Context: an optimization exercise on an open-source flow, tuned for small area and a short achievable clock period. The choices shown serve that exercise and are no tape-out recipe. Function was checked by simulation only, so behaviour that the tests miss may differ from the original. In every run shown here, the design's own scripts or RTL, not TritonCTS, make the clock network. The clock input has no modelled driver; a real chip could not lean on it and would need a root buffer or a full tree. Power and IR drop assume default switching activity.

### flow/flow/run.sh
#!/bin/bash
# standard synthesis and layout, except:
# - the port buffers are the smallest buffer instead of a delay cell,
# - the clock tree is a balanced two-level tree built by flow/clock_tree.tcl
#   (clk port -> 4 root buffers -> one buffer per k-means cluster of flip-flops)
#   in place of TritonCTS.
set -euo pipefail
export FLOW_CLOCK_TREE="12 4 sky130_fd_sc_hd__clkbuf_8 sky130_fd_sc_hd__clkbuf_8"
bash standard.sh SETUP_SLACK_MARGIN=6.2 "BUFFER_PORTS_ARGS=-buffer_cell sky130_fd_sc_hd__buf_1" \
  PRE_CTS_TCL=$PWD/flow/clock_tree.tcl finish > flow_make.log 2>&1
### flow/flow/clock_tree.tcl

# k-means on a list of {x y} points; returns {centres assignment}
proc my_kmeans {pts k} {
  set n [llength $pts]
  set cent {}
  set sorted [lsort -real -index 0 $pts]
  for {set i 0} {$i < $k} {incr i} {
    lappend cent [lindex $sorted [expr {int(($i + 0.5) * $n / $k)}]]
  }
  for {set iter 0} {$iter < 50} {incr iter} {
    set assign {}
    foreach p $pts {
      set best 0; set bd 1e30
      for {set i 0} {$i < $k} {incr i} {
        set c [lindex $cent $i]
        set d [expr {abs([lindex $p 0] - [lindex $c 0]) + abs([lindex $p 1] - [lindex $c 1])}]
        if {$d < $bd} { set bd $d; set best $i }
      }
      lappend assign $best
    }
    set newc {}
    for {set i 0} {$i < $k} {incr i} {
      set sx 0; set sy 0; set m 0
      foreach p $pts a $assign {
        if {$a == $i} { set sx [expr {$sx + [lindex $p 0]}]; set sy [expr {$sy + [lindex $p 1]}]; incr m }
      }
      if {$m > 0} { lappend newc [list [expr {$sx / $m}] [expr {$sy / $m}]] } else { lappend newc [lindex $cent $i] }
    }
    set cent $newc
  }
  return [list $cent $assign]
}

proc my_place_buffer {block master name x y innet outname} {
  set inst [odb::dbInst_create $block $master $name]
  $inst setLocation [expr {int($x)}] [expr {int($y)}]
  $inst setPlacementStatus PLACED
  set net [odb::dbNet_create $block $outname]
  $net setSigType CLOCK
  [$inst findITerm A] connect $innet
  [$inst findITerm X] connect $net
  return $net
}

proc my_clock_tree {nleaves nroots rootcell leafcell} {
  set block [ord::get_db_block]
  set db [ord::get_db]
  set clknet [$block findNet clk]
  set sinks [$clknet getITerms]
  set pts {}
  foreach it $sinks {
    set b [[$it getInst] getBBox]
    lappend pts [list [expr {([$b xMin] + [$b xMax]) / 2.0}] [expr {([$b yMin] + [$b yMax]) / 2.0}]]
  }
  lassign [my_kmeans $pts $nleaves] lcent lassign
  lassign [my_kmeans $lcent $nroots] rcent rassign
  set rmaster [$db findMaster $rootcell]
  set lmaster [$db findMaster $leafcell]
  foreach it $sinks { $it disconnect }
  set rootnets {}
  for {set r 0} {$r < $nroots} {incr r} {
    set c [lindex $rcent $r]
    lappend rootnets [my_place_buffer $block $rmaster "clkbuf_root_$r" [lindex $c 0] [lindex $c 1] $clknet "clknet_root_$r"]
  }
  for {set k 0} {$k < $nleaves} {incr k} {
    set c [lindex $lcent $k]
    set net [my_place_buffer $block $lmaster "clkbuf_leaf_$k" [lindex $c 0] [lindex $c 1] \
      [lindex $rootnets [lindex $rassign $k]] "clknet_leaf_$k"]
    foreach it $sinks a $lassign {
      if {$a == $k} { $it connect $net }
    }
  }
}

# Used as ORFS's PRE_CTS_TCL hook: build the tree here, and leave the CTS step's
# clock_tree_synthesis call nothing to do.
if {[info exists ::env(FLOW_CLOCK_TREE)]} {
  my_clock_tree {*}$::env(FLOW_CLOCK_TREE)
  set_propagated_clock [all_clocks]
  proc clock_tree_synthesis {args} { puts "clock tree built by flow/clock_tree.tcl" }
}
### flow/standard.sh
#!/bin/bash
# synth_recipe.tcl (not shown) runs the flow's synth.tcl, then flattens the netlist and writes it again
# the make line also repeats each setting of config.mk as NAME=value (left out here)
make -C /OpenROAD-flow-scripts/flow DESIGN_CONFIG=/design/flow/config.mk WORK_HOME=/design/flow/orfs CLKGATE_MAP_FILE= SYNTH_SCRIPT=/design/flow/synth_recipe.tcl "${@:-finish}"
### flow/config.mk
export PLATFORM = sky130hd
export DESIGN_NAME = signedMultiplier16
export DESIGN_NICKNAME = signedMultiplier16
export VERILOG_FILES = /design/flow/design.v
export SDC_FILE = /design/flow/constraint.sdc
export NUM_CORES = 4
export LEC_CHECK = 0
export ABC_AREA = 1
export CAP_MARGIN = 20
export CORE_MARGIN = 2
export CORE_UTILIZATION = 65
export PLACE_DENSITY = 0.75
export SLEW_MARGIN = 20
export SYNTH_HIERARCHICAL = 1
export SYNTH_MINIMUM_KEEP_SIZE = 0
### flow/constraint.sdc
create_clock -name core_clock -period 8.8 [get_ports {clk}]
set_input_delay 1.7600 -clock core_clock [delete_from_list [all_inputs] [get_ports {clk}]]
set_output_delay 1.7600 -clock core_clock [all_outputs]
set_load 0.01 [all_outputs]
### flow/design.v
package multPkg;
  typedef logic signed [16-1:0] operandT;
  typedef logic signed [32-1:0] productT;
  typedef struct packed {
    logic one;
    logic two;
    logic neg;
  } boothT;
  function automatic boothT boothEncode(input logic hi, input logic mid, input logic lo);
    boothT d;
    d.one = mid ^ lo;
    d.two = (hi & ~mid & ~lo) | (~hi & mid & lo);
    d.neg = hi;
    boothEncode = d;
  endfunction
endpackage
module operandPrep (
  input  logic             clk,
  input  logic             rstN,
  input  multPkg::operandT opA,
  input  multPkg::operandT opB,
  input  logic             inValid,
  output logic [15:0]      aR,
  output logic [7:0]       oneR,
  output logic [7:0]       twoR,
  output logic [7:0]       negR,
  output logic             prepValid
);
  logic [16:0] bExt;
  logic [7:0]  one;
  logic [7:0]  two;
  logic [7:0]  neg;
  assign bExt = {opB, 1'b0};
  for (genvar i = 0; i < 8; i++)
  begin : genDigit
    assign {one[i], two[i], neg[i]} = multPkg::boothEncode(bExt[2 * i + 2], bExt[2 * i + 1], bExt[2 * i]);
  end
  always_ff @(posedge clk)
  begin
    prepValid <= rstN & inValid;
  end
  always_ff @(posedge clk)
  begin
    aR <= opA;
    oneR <= one;
    twoR <= two;
    negR <= neg;
  end
endmodule
module daddaTree8 (
  input  logic [15:0]   aR,
  input  logic [7:0]    oneR,
  input  logic [7:0]    twoR,
  input  logic [7:0]    negR,
  output logic [74-1:0] cutBits
);
  logic pp0_0, pp0_1, pp0_2, pp0_3, pp0_4, pp0_5, pp0_6, pp0_7, pp0_8, pp0_9;
  logic pp0_10, pp0_11, pp0_12, pp0_13, pp0_14, pp0_15, pp0_16, pp1_0, pp1_1, pp1_2;
  logic pp1_3, pp1_4, pp1_5, pp1_6, pp1_7, pp1_8, pp1_9, pp1_10, pp1_11, pp1_12;
  logic pp1_13, pp1_14, pp1_15, pp1_16, pp2_0, pp2_1, pp2_2, pp2_3, pp2_4, pp2_5;
  logic pp2_6, pp2_7, pp2_8, pp2_9, pp2_10, pp2_11, pp2_12, pp2_13, pp2_14, pp2_15;
  logic pp2_16, pp3_0, pp3_1, pp3_2, pp3_3, pp3_4, pp3_5, pp3_6, pp3_7, pp3_8;
  logic pp3_9, pp3_10, pp3_11, pp3_12, pp3_13, pp3_14, pp3_15, pp3_16, pp4_0, pp4_1;
  logic pp4_2, pp4_3, pp4_4, pp4_5, pp4_6, pp4_7, pp4_8, pp4_9, pp4_10, pp4_11;
  logic pp4_12, pp4_13, pp4_14, pp4_15, pp4_16, pp5_0, pp5_1, pp5_2, pp5_3, pp5_4;
  logic pp5_5, pp5_6, pp5_7, pp5_8, pp5_9, pp5_10, pp5_11, pp5_12, pp5_13, pp5_14;
  logic pp5_15, pp5_16, pp6_0, pp6_1, pp6_2, pp6_3, pp6_4, pp6_5, pp6_6, pp6_7;
  logic pp6_8, pp6_9, pp6_10, pp6_11, pp6_12, pp6_13, pp6_14, pp6_15, pp6_16, pp7_0;
  logic pp7_1, pp7_2, pp7_3, pp7_4, pp7_5, pp7_6, pp7_7, pp7_8, pp7_9, pp7_10;
  logic pp7_11, pp7_12, pp7_13, pp7_14, pp7_15, pp7_16, s1, k1, s2, k2;
  logic s3, k3, s4, k4, s5, k5, s6, k6, s7, k7;
  logic s8, k8, s9, k9, s10, k10, s11, k11, s12, k12;
  logic s13, k13, s14, k14, s15, k15, s16, k16, s17, k17;
  logic s18, k18, s19, k19, s20, k20, s21, k21, s22, k22;
  logic s23, k23, s24, k24, s25, k25, s26, k26, s27, k27;
  logic s28, k28, s29, k29, s30, k30, s31, k31, s32, k32;
  logic s33, k33, s34, k34, s35, k35, s36, k36, s37, k37;
  logic s38, k38, s39, k39, s40, k40, s41, k41, s42, k42;
  logic s43, k43, s44, k44, s45, k45, s46, k46, s47, k47;
  logic s48, k48, s49, k49, s50, k50, s51, k51, s52, k52;
  logic s53, k53, s54, k54, s55, k55, s56, k56, s57, k57;
  logic s58, k58, s59, k59, s60, k60, s61, k61, s62, k62;
  logic s63, k63, s64, k64, s65, k65, s66, k66, s67, k67;
  logic s68, k68, s69, k69, s70, k70, s71, k71, s72, k72;
  logic s73, k73, s74, k74, s75, k75, s76, k76, s77, k77;
  logic s78, k78, s79, k79, s80, k80, s81, k81, s82, k82;
  logic s83, k83, s84, k84, s85, k85, s86, k86, s87, k87;
  logic s88, k88, s89, k89, s90, k90, s91, k91, s92, k92;
  logic s93, k93, t94, g94, t95, g95, t96, g96, t105, g105;
  logic t106, g106, s107, k107, s108, k108, s109, k109, s110, k110;
  logic s111, k111, s112, k112;
  assign pp0_0 = ((oneR[0] & aR[0]) | (twoR[0] & 1'b0)) ^ negR[0];
  assign pp0_1 = ((oneR[0] & aR[1]) | (twoR[0] & aR[0])) ^ negR[0];
  assign pp0_2 = ((oneR[0] & aR[2]) | (twoR[0] & aR[1])) ^ negR[0];
  assign pp0_3 = ((oneR[0] & aR[3]) | (twoR[0] & aR[2])) ^ negR[0];
  assign pp0_4 = ((oneR[0] & aR[4]) | (twoR[0] & aR[3])) ^ negR[0];
  assign pp0_5 = ((oneR[0] & aR[5]) | (twoR[0] & aR[4])) ^ negR[0];
  assign pp0_6 = ((oneR[0] & aR[6]) | (twoR[0] & aR[5])) ^ negR[0];
  assign pp0_7 = ((oneR[0] & aR[7]) | (twoR[0] & aR[6])) ^ negR[0];
  assign pp0_8 = ((oneR[0] & aR[8]) | (twoR[0] & aR[7])) ^ negR[0];
  assign pp0_9 = ((oneR[0] & aR[9]) | (twoR[0] & aR[8])) ^ negR[0];
  assign pp0_10 = ((oneR[0] & aR[10]) | (twoR[0] & aR[9])) ^ negR[0];
  assign pp0_11 = ((oneR[0] & aR[11]) | (twoR[0] & aR[10])) ^ negR[0];
  assign pp0_12 = ((oneR[0] & aR[12]) | (twoR[0] & aR[11])) ^ negR[0];
  assign pp0_13 = ((oneR[0] & aR[13]) | (twoR[0] & aR[12])) ^ negR[0];
  assign pp0_14 = ((oneR[0] & aR[14]) | (twoR[0] & aR[13])) ^ negR[0];
  assign pp0_15 = ((oneR[0] & aR[15]) | (twoR[0] & aR[14])) ^ negR[0];
  assign pp0_16 = ~(((oneR[0] | twoR[0]) & aR[15]) ^ negR[0]);
  assign pp1_0 = ((oneR[1] & aR[0]) | (twoR[1] & 1'b0)) ^ negR[1];
  assign pp1_1 = ((oneR[1] & aR[1]) | (twoR[1] & aR[0])) ^ negR[1];
  assign pp1_2 = ((oneR[1] & aR[2]) | (twoR[1] & aR[1])) ^ negR[1];
  assign pp1_3 = ((oneR[1] & aR[3]) | (twoR[1] & aR[2])) ^ negR[1];
  assign pp1_4 = ((oneR[1] & aR[4]) | (twoR[1] & aR[3])) ^ negR[1];
  assign pp1_5 = ((oneR[1] & aR[5]) | (twoR[1] & aR[4])) ^ negR[1];
  assign pp1_6 = ((oneR[1] & aR[6]) | (twoR[1] & aR[5])) ^ negR[1];
  assign pp1_7 = ((oneR[1] & aR[7]) | (twoR[1] & aR[6])) ^ negR[1];
  assign pp1_8 = ((oneR[1] & aR[8]) | (twoR[1] & aR[7])) ^ negR[1];
  assign pp1_9 = ((oneR[1] & aR[9]) | (twoR[1] & aR[8])) ^ negR[1];
  assign pp1_10 = ((oneR[1] & aR[10]) | (twoR[1] & aR[9])) ^ negR[1];
  assign pp1_11 = ((oneR[1] & aR[11]) | (twoR[1] & aR[10])) ^ negR[1];
  assign pp1_12 = ((oneR[1] & aR[12]) | (twoR[1] & aR[11])) ^ negR[1];
  assign pp1_13 = ((oneR[1] & aR[13]) | (twoR[1] & aR[12])) ^ negR[1];
  assign pp1_14 = ((oneR[1] & aR[14]) | (twoR[1] & aR[13])) ^ negR[1];
  assign pp1_15 = ((oneR[1] & aR[15]) | (twoR[1] & aR[14])) ^ negR[1];
  assign pp1_16 = ~(((oneR[1] | twoR[1]) & aR[15]) ^ negR[1]);
  assign pp2_0 = ((oneR[2] & aR[0]) | (twoR[2] & 1'b0)) ^ negR[2];
  assign pp2_1 = ((oneR[2] & aR[1]) | (twoR[2] & aR[0])) ^ negR[2];
  assign pp2_2 = ((oneR[2] & aR[2]) | (twoR[2] & aR[1])) ^ negR[2];
  assign pp2_3 = ((oneR[2] & aR[3]) | (twoR[2] & aR[2])) ^ negR[2];
  assign pp2_4 = ((oneR[2] & aR[4]) | (twoR[2] & aR[3])) ^ negR[2];
  assign pp2_5 = ((oneR[2] & aR[5]) | (twoR[2] & aR[4])) ^ negR[2];
  assign pp2_6 = ((oneR[2] & aR[6]) | (twoR[2] & aR[5])) ^ negR[2];
  assign pp2_7 = ((oneR[2] & aR[7]) | (twoR[2] & aR[6])) ^ negR[2];
  assign pp2_8 = ((oneR[2] & aR[8]) | (twoR[2] & aR[7])) ^ negR[2];
  assign pp2_9 = ((oneR[2] & aR[9]) | (twoR[2] & aR[8])) ^ negR[2];
  assign pp2_10 = ((oneR[2] & aR[10]) | (twoR[2] & aR[9])) ^ negR[2];
  assign pp2_11 = ((oneR[2] & aR[11]) | (twoR[2] & aR[10])) ^ negR[2];
  assign pp2_12 = ((oneR[2] & aR[12]) | (twoR[2] & aR[11])) ^ negR[2];
  assign pp2_13 = ((oneR[2] & aR[13]) | (twoR[2] & aR[12])) ^ negR[2];
  assign pp2_14 = ((oneR[2] & aR[14]) | (twoR[2] & aR[13])) ^ negR[2];
  assign pp2_15 = ((oneR[2] & aR[15]) | (twoR[2] & aR[14])) ^ negR[2];
  assign pp2_16 = ~(((oneR[2] | twoR[2]) & aR[15]) ^ negR[2]);
  assign pp3_0 = ((oneR[3] & aR[0]) | (twoR[3] & 1'b0)) ^ negR[3];
  assign pp3_1 = ((oneR[3] & aR[1]) | (twoR[3] & aR[0])) ^ negR[3];
  assign pp3_2 = ((oneR[3] & aR[2]) | (twoR[3] & aR[1])) ^ negR[3];
  assign pp3_3 = ((oneR[3] & aR[3]) | (twoR[3] & aR[2])) ^ negR[3];
  assign pp3_4 = ((oneR[3] & aR[4]) | (twoR[3] & aR[3])) ^ negR[3];
  assign pp3_5 = ((oneR[3] & aR[5]) | (twoR[3] & aR[4])) ^ negR[3];
  assign pp3_6 = ((oneR[3] & aR[6]) | (twoR[3] & aR[5])) ^ negR[3];
  assign pp3_7 = ((oneR[3] & aR[7]) | (twoR[3] & aR[6])) ^ negR[3];
  assign pp3_8 = ((oneR[3] & aR[8]) | (twoR[3] & aR[7])) ^ negR[3];
  assign pp3_9 = ((oneR[3] & aR[9]) | (twoR[3] & aR[8])) ^ negR[3];
  assign pp3_10 = ((oneR[3] & aR[10]) | (twoR[3] & aR[9])) ^ negR[3];
  assign pp3_11 = ((oneR[3] & aR[11]) | (twoR[3] & aR[10])) ^ negR[3];
  assign pp3_12 = ((oneR[3] & aR[12]) | (twoR[3] & aR[11])) ^ negR[3];
  assign pp3_13 = ((oneR[3] & aR[13]) | (twoR[3] & aR[12])) ^ negR[3];
  assign pp3_14 = ((oneR[3] & aR[14]) | (twoR[3] & aR[13])) ^ negR[3];
  assign pp3_15 = ((oneR[3] & aR[15]) | (twoR[3] & aR[14])) ^ negR[3];
  assign pp3_16 = ~(((oneR[3] | twoR[3]) & aR[15]) ^ negR[3]);
  assign pp4_0 = ((oneR[4] & aR[0]) | (twoR[4] & 1'b0)) ^ negR[4];
  assign pp4_1 = ((oneR[4] & aR[1]) | (twoR[4] & aR[0])) ^ negR[4];
  assign pp4_2 = ((oneR[4] & aR[2]) | (twoR[4] & aR[1])) ^ negR[4];
  assign pp4_3 = ((oneR[4] & aR[3]) | (twoR[4] & aR[2])) ^ negR[4];
  assign pp4_4 = ((oneR[4] & aR[4]) | (twoR[4] & aR[3])) ^ negR[4];
  assign pp4_5 = ((oneR[4] & aR[5]) | (twoR[4] & aR[4])) ^ negR[4];
  assign pp4_6 = ((oneR[4] & aR[6]) | (twoR[4] & aR[5])) ^ negR[4];
  assign pp4_7 = ((oneR[4] & aR[7]) | (twoR[4] & aR[6])) ^ negR[4];
  assign pp4_8 = ((oneR[4] & aR[8]) | (twoR[4] & aR[7])) ^ negR[4];
  assign pp4_9 = ((oneR[4] & aR[9]) | (twoR[4] & aR[8])) ^ negR[4];
  assign pp4_10 = ((oneR[4] & aR[10]) | (twoR[4] & aR[9])) ^ negR[4];
  assign pp4_11 = ((oneR[4] & aR[11]) | (twoR[4] & aR[10])) ^ negR[4];
  assign pp4_12 = ((oneR[4] & aR[12]) | (twoR[4] & aR[11])) ^ negR[4];
  assign pp4_13 = ((oneR[4] & aR[13]) | (twoR[4] & aR[12])) ^ negR[4];
  assign pp4_14 = ((oneR[4] & aR[14]) | (twoR[4] & aR[13])) ^ negR[4];
  assign pp4_15 = ((oneR[4] & aR[15]) | (twoR[4] & aR[14])) ^ negR[4];
  assign pp4_16 = ~(((oneR[4] | twoR[4]) & aR[15]) ^ negR[4]);
  assign pp5_0 = ((oneR[5] & aR[0]) | (twoR[5] & 1'b0)) ^ negR[5];
  assign pp5_1 = ((oneR[5] & aR[1]) | (twoR[5] & aR[0])) ^ negR[5];
  assign pp5_2 = ((oneR[5] & aR[2]) | (twoR[5] & aR[1])) ^ negR[5];
  assign pp5_3 = ((oneR[5] & aR[3]) | (twoR[5] & aR[2])) ^ negR[5];
  assign pp5_4 = ((oneR[5] & aR[4]) | (twoR[5] & aR[3])) ^ negR[5];
  assign pp5_5 = ((oneR[5] & aR[5]) | (twoR[5] & aR[4])) ^ negR[5];
  assign pp5_6 = ((oneR[5] & aR[6]) | (twoR[5] & aR[5])) ^ negR[5];
  assign pp5_7 = ((oneR[5] & aR[7]) | (twoR[5] & aR[6])) ^ negR[5];
  assign pp5_8 = ((oneR[5] & aR[8]) | (twoR[5] & aR[7])) ^ negR[5];
  assign pp5_9 = ((oneR[5] & aR[9]) | (twoR[5] & aR[8])) ^ negR[5];
  assign pp5_10 = ((oneR[5] & aR[10]) | (twoR[5] & aR[9])) ^ negR[5];
  assign pp5_11 = ((oneR[5] & aR[11]) | (twoR[5] & aR[10])) ^ negR[5];
  assign pp5_12 = ((oneR[5] & aR[12]) | (twoR[5] & aR[11])) ^ negR[5];
  assign pp5_13 = ((oneR[5] & aR[13]) | (twoR[5] & aR[12])) ^ negR[5];
  assign pp5_14 = ((oneR[5] & aR[14]) | (twoR[5] & aR[13])) ^ negR[5];
  assign pp5_15 = ((oneR[5] & aR[15]) | (twoR[5] & aR[14])) ^ negR[5];
  assign pp5_16 = ~(((oneR[5] | twoR[5]) & aR[15]) ^ negR[5]);
  assign pp6_0 = ((oneR[6] & aR[0]) | (twoR[6] & 1'b0)) ^ negR[6];
  assign pp6_1 = ((oneR[6] & aR[1]) | (twoR[6] & aR[0])) ^ negR[6];
  assign pp6_2 = ((oneR[6] & aR[2]) | (twoR[6] & aR[1])) ^ negR[6];
  assign pp6_3 = ((oneR[6] & aR[3]) | (twoR[6] & aR[2])) ^ negR[6];
  assign pp6_4 = ((oneR[6] & aR[4]) | (twoR[6] & aR[3])) ^ negR[6];
  assign pp6_5 = ((oneR[6] & aR[5]) | (twoR[6] & aR[4])) ^ negR[6];
  assign pp6_6 = ((oneR[6] & aR[6]) | (twoR[6] & aR[5])) ^ negR[6];
  assign pp6_7 = ((oneR[6] & aR[7]) | (twoR[6] & aR[6])) ^ negR[6];
  assign pp6_8 = ((oneR[6] & aR[8]) | (twoR[6] & aR[7])) ^ negR[6];
  assign pp6_9 = ((oneR[6] & aR[9]) | (twoR[6] & aR[8])) ^ negR[6];
  assign pp6_10 = ((oneR[6] & aR[10]) | (twoR[6] & aR[9])) ^ negR[6];
  assign pp6_11 = ((oneR[6] & aR[11]) | (twoR[6] & aR[10])) ^ negR[6];
  assign pp6_12 = ((oneR[6] & aR[12]) | (twoR[6] & aR[11])) ^ negR[6];
  assign pp6_13 = ((oneR[6] & aR[13]) | (twoR[6] & aR[12])) ^ negR[6];
  assign pp6_14 = ((oneR[6] & aR[14]) | (twoR[6] & aR[13])) ^ negR[6];
  assign pp6_15 = ((oneR[6] & aR[15]) | (twoR[6] & aR[14])) ^ negR[6];
  assign pp6_16 = ~(((oneR[6] | twoR[6]) & aR[15]) ^ negR[6]);
  assign pp7_0 = ((oneR[7] & aR[0]) | (twoR[7] & 1'b0)) ^ negR[7];
  assign pp7_1 = ((oneR[7] & aR[1]) | (twoR[7] & aR[0])) ^ negR[7];
  assign pp7_2 = ((oneR[7] & aR[2]) | (twoR[7] & aR[1])) ^ negR[7];
  assign pp7_3 = ((oneR[7] & aR[3]) | (twoR[7] & aR[2])) ^ negR[7];
  assign pp7_4 = ((oneR[7] & aR[4]) | (twoR[7] & aR[3])) ^ negR[7];
  assign pp7_5 = ((oneR[7] & aR[5]) | (twoR[7] & aR[4])) ^ negR[7];
  assign pp7_6 = ((oneR[7] & aR[6]) | (twoR[7] & aR[5])) ^ negR[7];
  assign pp7_7 = ((oneR[7] & aR[7]) | (twoR[7] & aR[6])) ^ negR[7];
  assign pp7_8 = ((oneR[7] & aR[8]) | (twoR[7] & aR[7])) ^ negR[7];
  assign pp7_9 = ((oneR[7] & aR[9]) | (twoR[7] & aR[8])) ^ negR[7];
  assign pp7_10 = ((oneR[7] & aR[10]) | (twoR[7] & aR[9])) ^ negR[7];
  assign pp7_11 = ((oneR[7] & aR[11]) | (twoR[7] & aR[10])) ^ negR[7];
  assign pp7_12 = ((oneR[7] & aR[12]) | (twoR[7] & aR[11])) ^ negR[7];
  assign pp7_13 = ((oneR[7] & aR[13]) | (twoR[7] & aR[12])) ^ negR[7];
  assign pp7_14 = ((oneR[7] & aR[14]) | (twoR[7] & aR[13])) ^ negR[7];
  assign pp7_15 = ((oneR[7] & aR[15]) | (twoR[7] & aR[14])) ^ negR[7];
  assign pp7_16 = ~(((oneR[7] | twoR[7]) & aR[15]) ^ negR[7]);
  halfAdder us1 (.x(pp0_10), .y(negR[5]), .s(s1), .c(k1));
  halfAdder us2 (.x(pp1_9), .y(pp0_11), .s(s2), .c(k2));
  fullAdder us3 (.x(pp1_10), .y(negR[6]), .z(pp0_12), .s(s3), .c(k3));
  halfAdder us4 (.x(pp3_6), .y(pp2_8), .s(s4), .c(k4));
  fullAdder us5 (.x(pp2_9), .y(pp0_13), .z(pp1_11), .s(s5), .c(k5));
  halfAdder us6 (.x(pp4_5), .y(pp3_7), .s(s6), .c(k6));
  fullAdder us7 (.x(pp1_12), .y(negR[7]), .z(pp0_14), .s(s7), .c(k7));
  fullAdder us8 (.x(pp4_6), .y(pp2_10), .z(pp3_8), .s(s8), .c(k8));
  halfAdder us9 (.x(pp6_2), .y(pp5_4), .s(s9), .c(k9));
  fullAdder us10 (.x(pp2_11), .y(pp0_15), .z(pp1_13), .s(s10), .c(k10));
  fullAdder us11 (.x(pp5_5), .y(pp3_9), .z(pp4_7), .s(s11), .c(k11));
  halfAdder us12 (.x(pp7_1), .y(pp6_3), .s(s12), .c(k12));
  assign {k13, s13} = {(1'b1 & pp0_16) | (1'b1 & pp1_14) | (pp0_16 & pp1_14), 1'b1 ^ pp0_16 ^ pp1_14};
  fullAdder us14 (.x(pp4_8), .y(pp2_12), .z(pp3_10), .s(s14), .c(k14));
  fullAdder us15 (.x(pp7_2), .y(pp5_6), .z(pp6_4), .s(s15), .c(k15));
  assign {k16, s16} = {(1'b1 & pp1_15) | (1'b1 & pp2_13) | (pp1_15 & pp2_13), 1'b1 ^ pp1_15 ^ pp2_13};
  fullAdder us17 (.x(pp5_7), .y(pp3_11), .z(pp4_9), .s(s17), .c(k17));
  halfAdder us18 (.x(pp7_3), .y(pp6_5), .s(s18), .c(k18));
  fullAdder us19 (.x(pp3_12), .y(pp1_16), .z(pp2_14), .s(s19), .c(k19));
  fullAdder us20 (.x(pp6_6), .y(pp4_10), .z(pp5_8), .s(s20), .c(k20));
  assign {k21, s21} = {(1'b1 & pp2_15) | (1'b1 & pp3_13) | (pp2_15 & pp3_13), 1'b1 ^ pp2_15 ^ pp3_13};
  halfAdder us22 (.x(pp5_9), .y(pp4_11), .s(s22), .c(k22));
  fullAdder us23 (.x(pp4_12), .y(pp2_16), .z(pp3_14), .s(s23), .c(k23));
  assign {k24, s24} = {1'b1 & pp3_15, 1'b1 ^ pp3_15};
  halfAdder us25 (.x(pp0_6), .y(negR[3]), .s(s25), .c(k25));
  halfAdder us26 (.x(pp1_5), .y(pp0_7), .s(s26), .c(k26));
  fullAdder us27 (.x(pp1_6), .y(negR[4]), .z(pp0_8), .s(s27), .c(k27));
  halfAdder us28 (.x(pp3_2), .y(pp2_4), .s(s28), .c(k28));
  fullAdder us29 (.x(pp2_5), .y(pp0_9), .z(pp1_7), .s(s29), .c(k29));
  halfAdder us30 (.x(pp4_1), .y(pp3_3), .s(s30), .c(k30));
  fullAdder us31 (.x(pp3_4), .y(pp1_8), .z(pp2_6), .s(s31), .c(k31));
  fullAdder us32 (.x(s1), .y(pp4_2), .z(pp5_0), .s(s32), .c(k32));
  fullAdder us33 (.x(pp4_3), .y(pp2_7), .z(pp3_5), .s(s33), .c(k33));
  fullAdder us34 (.x(s2), .y(pp5_1), .z(k1), .s(s34), .c(k34));
  fullAdder us35 (.x(pp6_0), .y(pp4_4), .z(pp5_2), .s(s35), .c(k35));
  fullAdder us36 (.x(s3), .y(k2), .z(s4), .s(s36), .c(k36));
  fullAdder us37 (.x(k4), .y(pp5_3), .z(pp6_1), .s(s37), .c(k37));
  fullAdder us38 (.x(s5), .y(s6), .z(k3), .s(s38), .c(k38));
  fullAdder us39 (.x(s9), .y(pp7_0), .z(k6), .s(s39), .c(k39));
  fullAdder us40 (.x(s8), .y(k5), .z(s7), .s(s40), .c(k40));
  fullAdder us41 (.x(k7), .y(k9), .z(s12), .s(s41), .c(k41));
  fullAdder us42 (.x(s11), .y(k8), .z(s10), .s(s42), .c(k42));
  fullAdder us43 (.x(k11), .y(k12), .z(k10), .s(s43), .c(k43));
  fullAdder us44 (.x(s15), .y(s13), .z(s14), .s(s44), .c(k44));
  fullAdder us45 (.x(k14), .y(s18), .z(k13), .s(s45), .c(k45));
  fullAdder us46 (.x(s17), .y(k15), .z(s16), .s(s46), .c(k46));
  fullAdder us47 (.x(k16), .y(pp7_4), .z(k18), .s(s47), .c(k47));
  fullAdder us48 (.x(s20), .y(k17), .z(s19), .s(s48), .c(k48));
  fullAdder us49 (.x(s22), .y(pp6_7), .z(pp7_5), .s(s49), .c(k49));
  fullAdder us50 (.x(s21), .y(k19), .z(k20), .s(s50), .c(k50));
  fullAdder us51 (.x(pp7_6), .y(pp5_10), .z(pp6_8), .s(s51), .c(k51));
  fullAdder us52 (.x(s23), .y(k22), .z(k21), .s(s52), .c(k52));
  fullAdder us53 (.x(pp6_9), .y(pp4_13), .z(pp5_11), .s(s53), .c(k53));
  fullAdder us54 (.x(k23), .y(pp7_7), .z(s24), .s(s54), .c(k54));
  fullAdder us55 (.x(pp5_12), .y(pp3_16), .z(pp4_14), .s(s55), .c(k55));
  fullAdder us56 (.x(k24), .y(pp6_10), .z(pp7_8), .s(s56), .c(k56));
  assign {k57, s57} = {(1'b1 & pp4_15) | (1'b1 & pp5_13) | (pp4_15 & pp5_13), 1'b1 ^ pp4_15 ^ pp5_13};
  halfAdder us58 (.x(pp7_9), .y(pp6_11), .s(s58), .c(k58));
  fullAdder us59 (.x(pp6_12), .y(pp4_16), .z(pp5_14), .s(s59), .c(k59));
  assign {k60, s60} = {1'b1 & pp5_15, 1'b1 ^ pp5_15};
  halfAdder us61 (.x(pp0_4), .y(negR[2]), .s(s61), .c(k61));
  halfAdder us62 (.x(pp1_3), .y(pp0_5), .s(s62), .c(k62));
  fullAdder us63 (.x(pp3_0), .y(pp1_4), .z(pp2_2), .s(s63), .c(k63));
  fullAdder us64 (.x(k25), .y(pp2_3), .z(pp3_1), .s(s64), .c(k64));
  fullAdder us65 (.x(s28), .y(pp4_0), .z(k26), .s(s65), .c(k65));
  fullAdder us66 (.x(k27), .y(k28), .z(s30), .s(s66), .c(k66));
  fullAdder us67 (.x(s31), .y(k30), .z(k29), .s(s67), .c(k67));
  fullAdder us68 (.x(k32), .y(k31), .z(s33), .s(s68), .c(k68));
  fullAdder us69 (.x(k34), .y(k33), .z(s35), .s(s69), .c(k69));
  fullAdder us70 (.x(k36), .y(k35), .z(s37), .s(s70), .c(k70));
  fullAdder us71 (.x(k38), .y(k37), .z(s39), .s(s71), .c(k71));
  fullAdder us72 (.x(k40), .y(k39), .z(s41), .s(s72), .c(k72));
  fullAdder us73 (.x(s43), .y(k41), .z(k42), .s(s73), .c(k73));
  fullAdder us74 (.x(k44), .y(k43), .z(s45), .s(s74), .c(k74));
  fullAdder us75 (.x(k46), .y(k45), .z(s47), .s(s75), .c(k75));
  fullAdder us76 (.x(k48), .y(s49), .z(k47), .s(s76), .c(k76));
  fullAdder us77 (.x(k50), .y(s51), .z(k49), .s(s77), .c(k77));
  fullAdder us78 (.x(k52), .y(k51), .z(s53), .s(s78), .c(k78));
  fullAdder us79 (.x(s56), .y(k53), .z(s55), .s(s79), .c(k79));
  fullAdder us80 (.x(s57), .y(s58), .z(k55), .s(s80), .c(k80));
  fullAdder us81 (.x(k57), .y(pp7_10), .z(k58), .s(s81), .c(k81));
  fullAdder us82 (.x(s60), .y(pp6_13), .z(pp7_11), .s(s82), .c(k82));
  fullAdder us83 (.x(pp7_12), .y(pp5_16), .z(pp6_14), .s(s83), .c(k83));
  assign {k84, s84} = {1'b1 & pp6_15, 1'b1 ^ pp6_15};
  halfAdder us85 (.x(pp0_2), .y(negR[1]), .s(s85), .c(k85));
  halfAdder us86 (.x(pp1_1), .y(pp0_3), .s(s86), .c(k86));
  fullAdder us87 (.x(s61), .y(pp1_2), .z(pp2_0), .s(s87), .c(k87));
  fullAdder us88 (.x(s62), .y(pp2_1), .z(k61), .s(s88), .c(k88));
  fullAdder us89 (.x(s63), .y(k62), .z(s25), .s(s89), .c(k89));
  fullAdder us90 (.x(s64), .y(s26), .z(k63), .s(s90), .c(k90));
  fullAdder us91 (.x(s65), .y(s27), .z(k64), .s(s91), .c(k91));
  fullAdder us92 (.x(s66), .y(s29), .z(k65), .s(s92), .c(k92));
  fullAdder us93 (.x(s67), .y(s32), .z(k66), .s(s93), .c(k93));
  assign {g94, t94} = {s34 & k67, s34 ^ k67};
  assign {g95, t95} = {s36 & k68, s36 ^ k68};
  assign {g96, t96} = {s38 & k69, s38 ^ k69};
  assign {g105, t105} = {k54 & s79, k54 ^ s79};
  assign {g106, t106} = {k56 & s80, k56 ^ s80};
  fullAdder us107 (.x(s81), .y(s59), .z(k80), .s(s107), .c(k107));
  fullAdder us108 (.x(k81), .y(k59), .z(s82), .s(s108), .c(k108));
  fullAdder us109 (.x(k82), .y(k60), .z(s83), .s(s109), .c(k109));
  fullAdder us110 (.x(k83), .y(pp7_13), .z(s84), .s(s110), .c(k110));
  fullAdder us111 (.x(k84), .y(pp6_16), .z(pp7_14), .s(s111), .c(k111));
  assign {k112, s112} = {1'b1 & pp7_15, 1'b1 ^ pp7_15};
  assign cutBits[0] = s68;
  assign cutBits[1] = t94;
  assign cutBits[2] = g94;
  assign cutBits[3] = s69;
  assign cutBits[4] = t95;
  assign cutBits[5] = g95;
  assign cutBits[6] = s70;
  assign cutBits[7] = t96;
  assign cutBits[8] = g96;
  assign cutBits[9] = s40;
  assign cutBits[10] = k70;
  assign cutBits[11] = s71;
  assign cutBits[12] = s42;
  assign cutBits[13] = k71;
  assign cutBits[14] = s72;
  assign cutBits[15] = s44;
  assign cutBits[16] = k72;
  assign cutBits[17] = s73;
  assign cutBits[18] = s46;
  assign cutBits[19] = k73;
  assign cutBits[20] = s74;
  assign cutBits[21] = s48;
  assign cutBits[22] = k74;
  assign cutBits[23] = s75;
  assign cutBits[24] = s50;
  assign cutBits[25] = k75;
  assign cutBits[26] = s76;
  assign cutBits[27] = s52;
  assign cutBits[28] = k76;
  assign cutBits[29] = s77;
  assign cutBits[30] = s54;
  assign cutBits[31] = k77;
  assign cutBits[32] = s78;
  assign cutBits[33] = k78;
  assign cutBits[34] = t105;
  assign cutBits[35] = g105;
  assign cutBits[36] = k79;
  assign cutBits[37] = t106;
  assign cutBits[38] = g106;
  assign cutBits[39] = negR[0];
  assign cutBits[40] = pp0_0;
  assign cutBits[41] = pp0_1;
  assign cutBits[42] = s85;
  assign cutBits[43] = pp1_0;
  assign cutBits[44] = k85;
  assign cutBits[45] = s86;
  assign cutBits[46] = k86;
  assign cutBits[47] = s87;
  assign cutBits[48] = k87;
  assign cutBits[49] = s88;
  assign cutBits[50] = k88;
  assign cutBits[51] = s89;
  assign cutBits[52] = k89;
  assign cutBits[53] = s90;
  assign cutBits[54] = k90;
  assign cutBits[55] = s91;
  assign cutBits[56] = k91;
  assign cutBits[57] = s92;
  assign cutBits[58] = k92;
  assign cutBits[59] = s93;
  assign cutBits[60] = k93;
  assign cutBits[61] = s107;
  assign cutBits[62] = k107;
  assign cutBits[63] = s108;
  assign cutBits[64] = k108;
  assign cutBits[65] = s109;
  assign cutBits[66] = k109;
  assign cutBits[67] = s110;
  assign cutBits[68] = k110;
  assign cutBits[69] = s111;
  assign cutBits[70] = k111;
  assign cutBits[71] = s112;
  assign cutBits[72] = k112;
  assign cutBits[73] = pp7_16;
endmodule
module fullAdder (
  input  logic x,
  input  logic y,
  input  logic z,
  output logic s,
  output logic c
);
  assign s = x ^ y ^ z;
  assign c = (x & y) | (x & z) | (y & z);
endmodule
module halfAdder (
  input  logic x,
  input  logic y,
  output logic s,
  output logic c
);
  assign s = x ^ y;
  assign c = x & y;
endmodule
module productMerge (
  input  logic                      clk,
  input  logic                      rstN,
  input  logic [74-1:0]    cutBits,
  input  logic                      prepValid,
  output multPkg::productT          product,
  output logic                      outValid
);
  logic                      treeValid;
  logic [74-1:0]    cutR;
  logic [32-1:0] rowA;
  logic [32-1:0] rowB;
  logic s68, t94, g94, s69, t95, g95, s70, t96, g96, s40;
  logic k70, s71, s42, k71, s72, s44, k72, s73, s46, k73;
  logic s74, s48, k74, s75, s50, k75, s76, s52, k76, s77;
  logic s54, k77, s78, k78, t105, g105, k79, t106, g106, negR_0;
  logic pp0_0, pp0_1, s85, pp1_0, k85, s86, k86, s87, k87, s88;
  logic k88, s89, k89, s90, k90, s91, k91, s92, k92, s93;
  logic k93, s107, k107, s108, k108, s109, k109, s110, k110, s111;
  logic k111, s112, k112, pp7_16, s94, k94, s95, k95, s96, k96;
  logic s97, k97, s98, k98, s99, k99, s100, k100, s101, k101;
  logic s102, k102, s103, k103, s104, k104, s105, k105, s106, k106;
  always_ff @(posedge clk)
  begin
    treeValid <= rstN & prepValid;
    outValid  <= rstN & treeValid;
  end
  always_ff @(posedge clk)
  begin
    cutR    <= cutBits;
    product <= rowA + rowB;
  end
  assign s68 = cutR[0];
  assign t94 = cutR[1];
  assign g94 = cutR[2];
  assign s69 = cutR[3];
  assign t95 = cutR[4];
  assign g95 = cutR[5];
  assign s70 = cutR[6];
  assign t96 = cutR[7];
  assign g96 = cutR[8];
  assign s40 = cutR[9];
  assign k70 = cutR[10];
  assign s71 = cutR[11];
  assign s42 = cutR[12];
  assign k71 = cutR[13];
  assign s72 = cutR[14];
  assign s44 = cutR[15];
  assign k72 = cutR[16];
  assign s73 = cutR[17];
  assign s46 = cutR[18];
  assign k73 = cutR[19];
  assign s74 = cutR[20];
  assign s48 = cutR[21];
  assign k74 = cutR[22];
  assign s75 = cutR[23];
  assign s50 = cutR[24];
  assign k75 = cutR[25];
  assign s76 = cutR[26];
  assign s52 = cutR[27];
  assign k76 = cutR[28];
  assign s77 = cutR[29];
  assign s54 = cutR[30];
  assign k77 = cutR[31];
  assign s78 = cutR[32];
  assign k78 = cutR[33];
  assign t105 = cutR[34];
  assign g105 = cutR[35];
  assign k79 = cutR[36];
  assign t106 = cutR[37];
  assign g106 = cutR[38];
  assign negR_0 = cutR[39];
  assign pp0_0 = cutR[40];
  assign pp0_1 = cutR[41];
  assign s85 = cutR[42];
  assign pp1_0 = cutR[43];
  assign k85 = cutR[44];
  assign s86 = cutR[45];
  assign k86 = cutR[46];
  assign s87 = cutR[47];
  assign k87 = cutR[48];
  assign s88 = cutR[49];
  assign k88 = cutR[50];
  assign s89 = cutR[51];
  assign k89 = cutR[52];
  assign s90 = cutR[53];
  assign k90 = cutR[54];
  assign s91 = cutR[55];
  assign k91 = cutR[56];
  assign s92 = cutR[57];
  assign k92 = cutR[58];
  assign s93 = cutR[59];
  assign k93 = cutR[60];
  assign s107 = cutR[61];
  assign k107 = cutR[62];
  assign s108 = cutR[63];
  assign k108 = cutR[64];
  assign s109 = cutR[65];
  assign k109 = cutR[66];
  assign s110 = cutR[67];
  assign k110 = cutR[68];
  assign s111 = cutR[69];
  assign k111 = cutR[70];
  assign s112 = cutR[71];
  assign k112 = cutR[72];
  assign pp7_16 = cutR[73];
  assign s94 = t94 ^ s68;
  assign k94 = g94 | (t94 & s68);
  assign s95 = t95 ^ s69;
  assign k95 = g95 | (t95 & s69);
  assign s96 = t96 ^ s70;
  assign k96 = g96 | (t96 & s70);
  fullAdder us97 (.x(s71), .y(s40), .z(k70), .s(s97), .c(k97));
  fullAdder us98 (.x(s72), .y(s42), .z(k71), .s(s98), .c(k98));
  fullAdder us99 (.x(s73), .y(s44), .z(k72), .s(s99), .c(k99));
  fullAdder us100 (.x(s74), .y(s46), .z(k73), .s(s100), .c(k100));
  fullAdder us101 (.x(s75), .y(s48), .z(k74), .s(s101), .c(k101));
  fullAdder us102 (.x(s76), .y(s50), .z(k75), .s(s102), .c(k102));
  fullAdder us103 (.x(s77), .y(s52), .z(k76), .s(s103), .c(k103));
  fullAdder us104 (.x(s78), .y(s54), .z(k77), .s(s104), .c(k104));
  assign s105 = t105 ^ k78;
  assign k105 = g105 | (t105 & k78);
  assign s106 = t106 ^ k79;
  assign k106 = g106 | (t106 & k79);
  assign rowA[0] = negR_0;
  assign rowB[0] = pp0_0;
  assign rowA[1] = pp0_1;
  assign rowB[1] = 1'b0;
  assign rowA[2] = s85;
  assign rowB[2] = pp1_0;
  assign rowA[3] = k85;
  assign rowB[3] = s86;
  assign rowA[4] = k86;
  assign rowB[4] = s87;
  assign rowA[5] = k87;
  assign rowB[5] = s88;
  assign rowA[6] = k88;
  assign rowB[6] = s89;
  assign rowA[7] = k89;
  assign rowB[7] = s90;
  assign rowA[8] = k90;
  assign rowB[8] = s91;
  assign rowA[9] = k91;
  assign rowB[9] = s92;
  assign rowA[10] = k92;
  assign rowB[10] = s93;
  assign rowA[11] = k93;
  assign rowB[11] = s94;
  assign rowA[12] = k94;
  assign rowB[12] = s95;
  assign rowA[13] = k95;
  assign rowB[13] = s96;
  assign rowA[14] = k96;
  assign rowB[14] = s97;
  assign rowA[15] = k97;
  assign rowB[15] = s98;
  assign rowA[16] = k98;
  assign rowB[16] = s99;
  assign rowA[17] = k99;
  assign rowB[17] = s100;
  assign rowA[18] = k100;
  assign rowB[18] = s101;
  assign rowA[19] = k101;
  assign rowB[19] = s102;
  assign rowA[20] = k102;
  assign rowB[20] = s103;
  assign rowA[21] = k103;
  assign rowB[21] = s104;
  assign rowA[22] = k104;
  assign rowB[22] = s105;
  assign rowA[23] = k105;
  assign rowB[23] = s106;
  assign rowA[24] = k106;
  assign rowB[24] = s107;
  assign rowA[25] = k107;
  assign rowB[25] = s108;
  assign rowA[26] = k108;
  assign rowB[26] = s109;
  assign rowA[27] = k109;
  assign rowB[27] = s110;
  assign rowA[28] = k110;
  assign rowB[28] = s111;
  assign rowA[29] = k111;
  assign rowB[29] = s112;
  assign rowA[30] = k112;
  assign rowB[30] = pp7_16;
  assign rowA[31] = 1'b1;
  assign rowB[31] = 1'b0;
endmodule
module signedMultiplier16 (
  input  logic             clk,
  input  logic             rstN,
  input  multPkg::operandT opA,
  input  multPkg::operandT opB,
  input  logic             inValid,
  output multPkg::productT product,
  output logic             outValid
);
  logic [15:0]               aR;
  logic [7:0]                oneR;
  logic [7:0]                twoR;
  logic [7:0]                negR;
  logic                      prepValid;
  logic [74-1:0]     cutBits;
  operandPrep operandPrep_inst (
    .clk       (clk),
    .rstN      (rstN),
    .opA       (opA),
    .opB       (opB),
    .inValid   (inValid),
    .aR        (aR),
    .oneR      (oneR),
    .twoR      (twoR),
    .negR      (negR),
    .prepValid (prepValid)
  );
  daddaTree8 daddaTree8_inst (
    .aR   (aR),
    .oneR (oneR),
    .twoR (twoR),
    .negR (negR),
    .cutBits (cutBits)
  );
  productMerge productMerge_inst (
    .clk       (clk),
    .rstN      (rstN),
    .cutBits   (cutBits),
    .prepValid (prepValid),
    .product   (product),
    .outValid  (outValid)
  );
endmodule
==> results of run 1 <==
-- kinds of logic after synthesis --
kind of cell,share of synthesized area
AOI/OAI and AO/OA,0.0118
xor gates and xnor gates,0.0212
adders and majority gates,0.196
buffers and inverters,0.161
DFF,0.240
and+or+nand+nor,0.370
-- metal layers --
layer  wire [um]  global-route usage  vias up  share of wire
met2       12500               0.457      426           0.43
met1       12900               0.411     4595           0.45
li1            -                   -     5127              -
met4         840              0.0884        0          0.029
met5           0                   0        -              0
met3        2590              0.0525       63          0.090
-- registers in the layout, summed over array words and instances (netlist names) --
register,flops
operandPrep_inst.aR,16
operandPrep_inst.negR,8
operandPrep_inst.oneR,8
operandPrep_inst.prepValid,1
operandPrep_inst.twoR,8
productMerge_inst.cutR,74
productMerge_inst.outValid,1
productMerge_inst.product,32
productMerge_inst.treeValid,1
-- per-module statistics from Yosys (local to each module, per instance), a selection --
module / cells / flops+latches / area (um^2)
daddaTree8: 975 / 0 / 4960
fullAdder: 1 / 0 / 20.0
halfAdder: 1 / 0 / 12.5
operandPrep: 87 / 41 / 1050
productMerge: 588 / 108 / 4550
-- path summary, 6_finish.rpt --
| kind | from | end | slack, ns | cells after the start |
|---|---|---|---|---|
| worst min-delay path | productMerge_inst.treeValid$_DFF_P_ | productMerge_inst.outValid$_DFF_P_ | 0.42 | 2 |
| worst min register to register | productMerge_inst.treeValid$_DFF_P_ | productMerge_inst.outValid$_DFF_P_ | 0.42 | 2 |
| worst max-delay path | operandPrep_inst.oneR[1]$_DFF_P_ | productMerge_inst.cutR[14]$_DFF_P_ | 6.23 | 7 |
| worst max register to register | operandPrep_inst.oneR[1]$_DFF_P_ | productMerge_inst.cutR[14]$_DFF_P_ | 6.23 | 7 |
-- worst max-delay path, cell delays in order (launching register included) --
cell     delay, ns
dfxtp_2       0.66
nand2_1       0.16
nand2_1       0.09
nand2_1       0.05
nand2_1       0.14
fa_1          0.48
fa_1          0.44
fa_1          0.46
-- stage by stage --
step	utilization	power, mW	cell area [um^2]	setup WS, ns
4_1_cts	0.628	4.02	11800	6.21
6_report	0.629	4.02	11800	6.23
3_5_place_dp	0.615	3.64	11500	5.83
2_1_floorplan	-	3.29	12400	6.40
5_1_grt	0.629	4.50	11800	6.19
3_3_place_gp	0.615	3.59	11500	5.83
-- synth_stat cells (all sizes together) --
| master | n |
|---|---|
| nand4 | 5 |
| fa | 82 |
| dfxtp | 149 |
| inv | 135 |
| nand3 | 176 |
| nor4 | 1 |
| ha | 63 |
| nand2 | 866 |
| o21bai | 2 |
| nor2 | 43 |
| a21o | 1 |
| o21ai | 2 |
| a21oi | 22 |
| buf | 162 |
| nor3 | 5 |
| xor2 | 30 |
| or2 | 5 |
-- final cells by class --
class | instances | share of cell area
Timing Repair Buffer | 69 | 0.0229
Tap cell | 234 | 0.0249
Sequential cell | 149 | 0.258
Multi-Input combinational cell | 1303 | 0.631
Buffer | 16 | 0.0187
Inverter | 135 | 0.0443
-- power groups by stage --
stage,sequential [mW],clock [mW],combinational (mW)
4_1_cts,1.10,0.374,2.55
5_1_grt,1.12,0.400,2.98
3_3_place_gp,1.11,0,2.48
2_1_floorplan,1.06,0,2.24
6_report,1.10,0.361,2.56
3_5_place_dp,1.11,0,2.53
-- repair_timing --
item | in CTS | in global routing
gates cloned | 0 | 0
pin swaps | 0 | 0
resized for setup | 29 | 12
endpoints found under the setup margin | 37 | 25
==> summary.txt, run 1 <==
Logic synthesis
  – YS warnings: 8
  – Area leader, netlist: nand2_1
  – Mapped Nets: between 1500 and 2000
  – Syn avg cell area: approximately 7.1 um^2
  – Mapped Cells: about 1700
  – Top-area cell type share of the netlist area: 0.242
  – #FFs+latches synth: 149
  – Sequential area share after synthesis: 0.240
  – Largest cells by area after synthesis: nand2_1 (24%), dfxtp_1 (24%), fa_1 (13%)
  – Mapped Area: 12400 um^2
  – Netlist cell types: 29

Run status
  – Status: finished clean

Drt
  – Total number of vias: 10200
  – DRT iter0 DRCs: 880
  – DRC: 0
  – ANT nets after route: 0
  – WL/cell: 15.1 um
  – First-pass iteration count of the detailed router: 6
  – Routed vias/inst: 5.36
  – Final wirelength: 28800 um

STA
  – Worst hold slack: roughly 0.42 ns
  – Final setup viols: 0
  – Final Hold Viols: 0
  – Clock Skews: 0.0585 ns
  – Fin crit period: 2.57 ns
  – Relative slew margins: 0.561
  – Slew Viols, Final: 0
  – Least-Margin Pin Slew: 0.657 ns
  – Fmax: ~390 MHz
  – Final period utilization: 0.292
  – Setup TNS: 0 ns
  – RSZ-0062 raised after global routing: yes

Power
  – P_sw: 1.98 mW
  – Internal Power: 2.04 mW
  – Clock share of power: 0.090
  – Pleak: about 6.5 nW
  – Sequential power share: 0.274
  – Peak supply drop: 0.000156 V
  – Sw frac: 0.493
  – PwrDens: roughly 340 nW/um^2
  – Logic pwr share: 0.637

Finish
  – Commonest non-fill, non-tap cell in the layout: nand2_1
  – NumNets Final: 1854
  – Layout cells sized above 1: 0.0861
  – Multi-input gate area: 7430 um^2
  – Fillcell total: between 1500 and 2000
  – Diode count: 0
  – Post-route insts no fill: about 1900
  – Flip-flop and latch area: 3040 um^2
  – Most frequent cells in the layout: nand2_1 (801), nand3_1 (171), inv_1 (127)
  – Synthesis-to-finish area growth: -5.13%

Die
  – Die Wd: 142 um
  – I/O Pins: 68
  – Starting Density: 0.663
  – Die area: just over 20000 um^2
  – Core Rows: 50
  – Die Span Y: 142 um
  – Core Region: 18700 um^2

CTS
  – Postcts setup bufs: 0
  – Hold_buf cts: 0
  – Clock Latency Late Sink: 0.32 ns
  – Clk pin slew, worst setup/hold paths: 0.08 ns

Critical path
  – CP Class: reg2reg
  – Worst-path fanout max: 16
  – CP endpoint kind: register
  – Crit path required time: 8.98 ns
  – Worst EP arrival: 2.74 ns
  – Setup crit start kind: register

Placed design
  – PortBufs: 67
  – Inst Count DP: between 1500 and 2000
  – Post-DP HPWL: 21300 um
  – Final RePlAce weighted congestion: between 0.9 and 1

Min path
  – Hold WC Path Type: reg2reg

Global routing
  – Largest net degree at the start of global routing: 22
  – GRT Util Overall: 0.291
  – Initial antenna violation count: 0
  – Vias in the first global route: 9506
  – First-pass GRT wire length: 47100 um
  – Aggregate global routing overflow: 0

Job
  – Max Cap Violations: 0
==> run 2, diff against run 1 <==
--- a/flow/config.mk
+++ b/flow/config.mk
@@ -7,3 +7,2 @@
 export LEC_CHECK = 0
-export ABC_AREA = 1
 export CAP_MARGIN = 20
@@ -15 +14,2 @@
 export SYNTH_MINIMUM_KEEP_SIZE = 0
+export TNS_END_PERCENT = 20
==> summary.txt, run 2 <==
Run status
  – Status: finished clean

Die
  – Die Wd: 131 um
  – Die area: 17300 um^2
  – Die Span Y: 131 um
  – I/O Pins: 68
  – Core Rows: 46
  – Starting Density: 0.665
  – Core Region: 15900 um^2

Logic synthesis
  – #FFs+latches synth: between 100 and 150
  – FFs w/ async S/R, synth: 0
  – Most frequent cell after synthesis: dfxtp_1
  – Area leader, netlist: dfxtp_1
  – Mapped Area: 10600 um^2
  – YS warnings: 8
  – Primary FF master, synth: dfxtp_1
  – Netlist cell types: between 60 and 70
  – EDFF count, synth: 0
  – Top-area cell type share of the netlist area: 0.282
  – Syn avg cell area: 10.8 um^2
  – Mapped Cells: 978
  – Sequential area share after synthesis: 0.282
  – Synth top cells by count: dfxtp_1 (149), xnor2_1 (137), a22oi_1 (108)
  – Largest cells by area after synthesis: dfxtp_1 (28%), fa_1 (16%), xnor2_1 (11%)
  – Mapped Nets: 1158

STA
  – Fmax: 382 MHz
  – Clock Skews: 0.0372 ns
  – Setup TNS: 0 ns
  – Final setup viols: 0
  – RSZ-0062 raised after global routing: yes
  – Fin crit period: 2.62 ns
  – Least-Margin Pin Slew: roughly 0.63 ns
  – Worst hold slack: 0.427 ns
  – Relative slew margins: 0.581
  – Final period utilization: 0.297
  – Slew Viols, Final: 0
  – Final Hold Viols: 0

CTS
  – Clk pin slew, worst setup/hold paths: about 0.080 ns
  – Clock Latency Late Sink: 0.30 ns
  – Hold_buf cts: 0

Placed design
  – Post-DP HPWL: between 10000 and 15000 um
  – Final RePlAce weighted congestion: 0.891
  – PortBufs: 67

Drt
  – First-pass iteration count of the detailed router: 6
  – Total number of vias: 6644
  – Routed vias/inst: 5.90
  – ANT nets after route: 0
  – WL/cell: 18.3 um
  – DRT iter0 DRCs: ~720
  – Final wirelength: 20600 um
  – DRC: 0

Power
  – Pleak: 3.94 nW
  – P_sw: a little under 2 mW
  – Internal Power: ~2.5 mW
  – Pwr Total: 4.47 mW
  – Sequential power share: 0.251
  – Logic pwr share: 0.669
  – Clock share of power: 0.080
  – Sw frac: 0.441
  – Peak supply drop: 0.000246 V
  – PwrDens: 433 nW/um^2

Min path
  – Hold WC Path Type: reg2reg

Finish
  – Most frequent cells in the layout: xnor2_1 (137), dfxtp_1 (112), a22oi_1 (108)
  – NumNets Final: 1093
  – Top flop regs: productMerge_inst.cutR: 74 flops, productMerge_inst.product: 32 flops, operandPrep_inst.aR: 16 flops
  – Layout cells sized above 1: 0.122
  – Diode count: 0
  – Synthesis-to-finish area growth: -2.33%
  – Reg with most FFs: productMerge_inst.cutR
  – Largest register FFs: 74
  – Commonest non-fill, non-tap cell in the layout: xnor2_1

Critical path
  – Critical path cell sequence: fa_1 -> ha_2 -> nand2_1 -> o21ai_1 -> a211o_1 -> o22ai_2 -> o31ai_1 -> a21oi_1 -> xnor2_1
  – CP bufs+invs: 0
  – Critical path's top delay family: compound AO/OA/AOI/OAI gates
  – CP Class: reg2reg
  – Critical path's slowest cell: fa_1
  – Setup crit start kind: register
  – CP endpoint kind: register
  – Worst-path fanout max: 9
  – Worst EP arrival: 2.78 ns
  – Critical Path Max Stage Delay: between 0.4 and 0.5 ns
  – Crit path required time: between 8 and 9 ns

Global routing
  – Aggregate global routing overflow: 0
  – GRT Util Overall: 0.232
  – Initial antenna violation count: 0
  – Vias in the first global route: approximately 6400
  – Largest net degree at the start of global routing: 20
  – First-pass GRT wire length: 33500 um

Job
  – Max Cap Violations: 0
run 2: per-module statistics from Yosys (local to each module, per instance), a selection:
| module | cell area, um^2 | cells |
|---|---|---|
| productMerge | 4100 | 370 |
| daddaTree8 | 3580 | 438 |
| operandPrep | 1020 | 71 |
| fullAdder | 20.0 | 1 |
| halfAdder | 12.5 | 1 |
run 2: kinds of logic after synthesis:
kind of cell | synth area share
AOI/OAI and AO/OA | 0.170
buffers and inverters | 0.122
xor gates and xnor gates | 0.140
DFF | 0.282
adders and majority gates | 0.230
and+or+nand+nor | 0.0508
muxes | 0.00498
run 2: power by group through the flow:
stage,clock [mW],sequential [mW],combinational [mW]
after floorplan,0,1.09,2.46
after global placement,0,1.12,2.59
after detailed placement,0,1.13,2.64
after CTS,0.371,1.12,2.67
after global routing,0.402,1.14,3.32
final,0.357,1.12,2.99
run 2: area by class of cell:
class | instances | area (um^2)
flip-flops and latches | 149 | 3030
multi-input cells | 658 | 6450
fillers | 1307 | 5570
inverters | 17 | 63.8
well taps | 216 | 270
repair buffers | 71 | 282
plain buffers | 16 | 220
run 2: through the flow:
step / worst slack [ns] / instance area, um^2 / util / instances
after floorplan: 6.29 / 10600 / - / 978
after global placement: 6.01 / 9890 / 0.622 / 1110
after detailed placement: 5.94 / 9890 / 0.622 / 1110
after CTS: 6.10 / 10200 / 0.639 / 1126
after global routing: 6.08 / 10300 / 0.649 / 1127
final: 6.18 / 10300 / 0.649 / 1127
run 2: repair_timing:
item,CTS,global route
setup buffers,0,1
pin swaps,0,5
endpoints found under the setup margin,39,20
resized for setup,37,31
run 2: final timing paths:
| check | start | end | slack (ns) | cells past startpoint |
|---|---|---|---|---|
| hold reg to reg | operandPrep_inst.prepValid$_DFF_P_ | productMerge_inst.treeValid$_DFF_P_ | 0.43 | 1 |
| hold / removal | operandPrep_inst.prepValid$_DFF_P_ | productMerge_inst.treeValid$_DFF_P_ | 0.43 | 1 |
| setup / recovery | productMerge_inst.cutR[32]$_DFF_P_ | productMerge_inst.product[26]$_DFF_P_ | 6.18 | 9 |
| setup reg to reg | productMerge_inst.cutR[32]$_DFF_P_ | productMerge_inst.product[26]$_DFF_P_ | 6.18 | 9 |
run 2: per-layer routing:
layer | vias up | GRT usage | part of all wire | wire length [um]
li1 | 3166 | - | - | -
met1 | 3138 | 0.357 | 0.48 | 9850
met2 | 303 | 0.346 | 0.42 | 8730
met3 | 37 | 0.0355 | 0.079 | 1630
met4 | 0 | 0.0501 | 0.020 | 423
met5 | - | 0 | 0 | 0
==> run 3, diff against run 2 <==
--- a/flow/config.mk
+++ b/flow/config.mk
@@ -14,2 +14 @@
 export SYNTH_MINIMUM_KEEP_SIZE = 0
-export TNS_END_PERCENT = 20
==> summary.txt, run 3 <==
Global routing
  – Vias in the first global route: 6481
  – Aggregate global routing overflow: 0
  – GRT Util Overall: 0.234
  – First-pass GRT wire length: 33800 um
  – Largest net degree at the start of global routing: 20
  – Initial antenna violation count: 0

Finish
  – Most frequent cells in the layout: xnor2_1 (137), dfxtp_1 (112), a22oi_1 (108)
  – Reg with most FFs: productMerge_inst.cutR
  – Fillcell total: 1288
  – Diode count: 0
  – Synthesis-to-finish area growth: -1.84%
  – Top flop regs: productMerge_inst.cutR: 74 flops, productMerge_inst.product: 32 flops, operandPrep_inst.aR: 16 flops
  – Layout cells sized above 1: 0.129
  – Post-route insts no fill: 1128
  – NumNets Final: 1094
  – Final design area excluding fillers: 10400 um^2
  – Commonest non-fill, non-tap cell in the layout: xnor2_1
  – Largest register FFs: 74
  – Multi-input gate area: 6480 um^2
  – Flip-flop and latch area: 3040 um^2

Logic synthesis
  – Syn avg cell area: between 10 and 15 um^2
  – Top-area cell type share of the netlist area: 0.282
  – Area leader, netlist: dfxtp_1
  – EDFF count, synth: 0
  – Largest cells by area after synthesis: dfxtp_1 (28%), fa_1 (16%), xnor2_1 (11%)
  – Most frequent cell after synthesis: dfxtp_1
  – Complex-gate fraction of the synthesized area: 0.170
  – Mapped Nets: ~1200
  – Synth top cells by count: dfxtp_1 (149), xnor2_1 (137), a22oi_1 (108)
  – Post-synthesis adder-cell area fraction: 0.230
  – Netlist cell types: 67
  – #FFs+latches synth: 149
  – XOR/XNOR share of the synthesized area: 0.140
  – Mapped Cells: just under 1000
  – Mux cell area share after synthesis: 0.00498
  – Sequential area share after synthesis: 0.282
  – Mapped Area: 10600 um^2
  – Primary FF master, synth: dfxtp_1
  – Largest family of logic cells by synthesized area: adder cells
  – Post-synthesis simple-gate area fraction: 0.0508
  – FFs w/ async S/R, synth: 0
  – YS warnings: 8

STA
  – RSZ-0062 raised after global routing: yes
  – Worst hold slack: 0.427 ns
  – Slew Viols, Final: 0
  – Setup TNS: 0 ns
  – Clock Skews: around 0.038 ns
  – Fmax: 395 MHz
  – Final period utilization: 0.288
  – Final Hold Viols: 0
  – Relative slew margins: 0.582
  – Least-Margin Pin Slew: between 0.6 and 0.7 ns
  – Fin crit period: 2.53 ns
  – Final setup viols: 0

Power
  – Pleak: 3.94 nW
  – Peak supply drop: 0.000259 V
  – Pwr Total: 4.53 mW
  – PwrDens: 437 nW/um^2

Die
  – Die Span Y: 131 um
  – I/O Pins: 68
  – Die area: 17300 um^2
  – Die Wd: about 130 um
  – Starting Density: 0.665
  – Core Region: 15900 um^2
  – Core Rows: 46

Critical path
  – Critical path's slowest cell: dfxtp_2
  – CP Class: reg2reg
  – Worst-path fanout max: 16
  – Crit path required time: 8.97 ns
  – R2R Setup Slk: ~6.3 ns
  – CP endpoint kind: register
  – Worst EP arrival: approximately 2.7 ns
  – Critical Path Max Stage Delay: 0.58 ns
  – Setup crit start kind: register
  – Most used cell, CP: fa_1
  – Critical path cell sequence: a22oi_1 -> xnor2_1 -> fa_1 -> fa_1 -> fa_1

Drt
  – Routed vias/inst: 5.89
  – DRC: 0
  – ANT nets after route: 0
  – Total number of vias: 6642
  – DRT iter0 DRCs: ~700
  – First-pass iteration count of the detailed router: 6
  – Final wirelength: 20800 um
  – WL/cell: 18.4 um

Job
  – Max Cap Violations: 0

CTS
  – Hold_buf cts: 0
  – Clk pin slew, worst setup/hold paths: 0.08 ns
  – Clock Latency Late Sink: 0.30 ns

Placed design
  – PortBufs: 67
  – Post-DP HPWL: 14600 um
  – Inst Count DP: ~1100
  – Final RePlAce weighted congestion: approximately 0.89
  – Placed cell area: a little under 10000 um^2

Min path
  – Hold WC Path Type: reg2reg

Run status
  – Status: finished clean
## run 3: per-module statistics from Yosys, one instance, submodules excluded, a selection
module,cell area (um^2),cells inside
halfAdder,12.5,1
daddaTree8,3580,438
operandPrep,1020,71
productMerge,4100,370
fullAdder,20.0,1
## run 3: worst paths after layout
kind / start / to / depth (start not counted)
worst min register to register: operandPrep_inst.prepValid$_DFF_P_ / productMerge_inst.treeValid$_DFF_P_ / 1
worst min-delay path: operandPrep_inst.prepValid$_DFF_P_ / productMerge_inst.treeValid$_DFF_P_ / 1
worst max-delay path: operandPrep_inst.aR[14]$_DFF_P_ / productMerge_inst.cutR[17]$_DFF_P_ / 5
worst max register to register: operandPrep_inst.aR[14]$_DFF_P_ / productMerge_inst.cutR[17]$_DFF_P_ / 5
## run 3: per-layer routing
layer / part of all wire / GRT usage / vias to the layer above
li1: - / - / 3177
met1: 0.47 / 0.358 / 3125
met2: 0.42 / 0.348 / 307
met3: 0.083 / 0.0363 / 33
met4: 0.021 / 0.0562 / 0
met5: 0 / 0 / -
## run 3: kinds of logic after synthesis
logic type,after synthesis
AO/OA/AOI/OAI,241
buffers and inverters,171
XOR/XNOR,169
flip-flops,149
adder cells (fa/ha/maj),145
AND/OR/NAND/NOR,98
multiplexers,5
## run 3: what timing repair did
| action | 4_1_cts | 5_1_grt |
|---|---|---|
| setup buffers | 1 | 1 |
| resized for setup | 49 | 34 |
| pin swaps | 1 | 11 |
| endpoints found under the setup margin | 39 | 20 |
## run 3: final cells by class
| class | count | share of cell area |
|---|---|---|
| multi-input combinational | 658 | 0.625 |
| sequential | 149 | 0.294 |
| timing repair buffer | 72 | 0.0279 |
| tap | 216 | 0.0261 |
| buffer | 16 | 0.0212 |
| inverter | 17 | 0.00615 |
## run 3: where the power goes
part           total, mW  internal (mW)  leakage (nW)  switching (mW)
clock network      0.358          0.164         0.115           0.194
logic               3.06           1.41          2.57            1.65
registers           1.12          0.961          1.26           0.156
total               4.53           2.53          3.94            2.00
## run 3: per-stage QoR
step                worst slack [ns]   util
finish                          6.27  0.653
CTS                             6.19  0.644
global route                    6.09  0.653
detailed placement              5.94  0.622
floorplan                       6.29      -
global placement                6.01  0.622
## run 3: critical path: cells and delay by family (launching register included)
kind                       cells  cell delay (ns)
adders and majority gates      3             1.47
AOI/OAI and AO/OA              1             0.18
xor gates and xnor gates       1             0.18
DFF                            1             0.58

==> separate check: timing with driven ports <==
No port has a modelled driver above. Below, the same layouts with a new extraction and two added sets of constraints. Step 1 assumes that a clkbuf_16 drives the clock port and a buf_2 every other input. Step 2 times the ports against the registers' clock, not the clock port: input delays grow and output delays shrink by t, the midpoint of the rising clock arrivals with the driver on. a / b / c = no drivers / after step 1 / after step 2; a / b = the first two.
run	t, ns	setup slack, ns	worst setup path at the end	latest minus earliest clock arrival (ns)	cell pins on the clock port's net
run 1	0.376	6.235 / 6.175 / 6.235	register to register	0.059 / 0.059	4
run 2	0.351	6.183 / 6.183 / 6.183	register to register	0.037 / 0.037	4
run 3	0.351	6.266 / 6.195 / 6.266	register to register	0.037 / 0.038	4
After both steps every run listed still meets setup and hold.
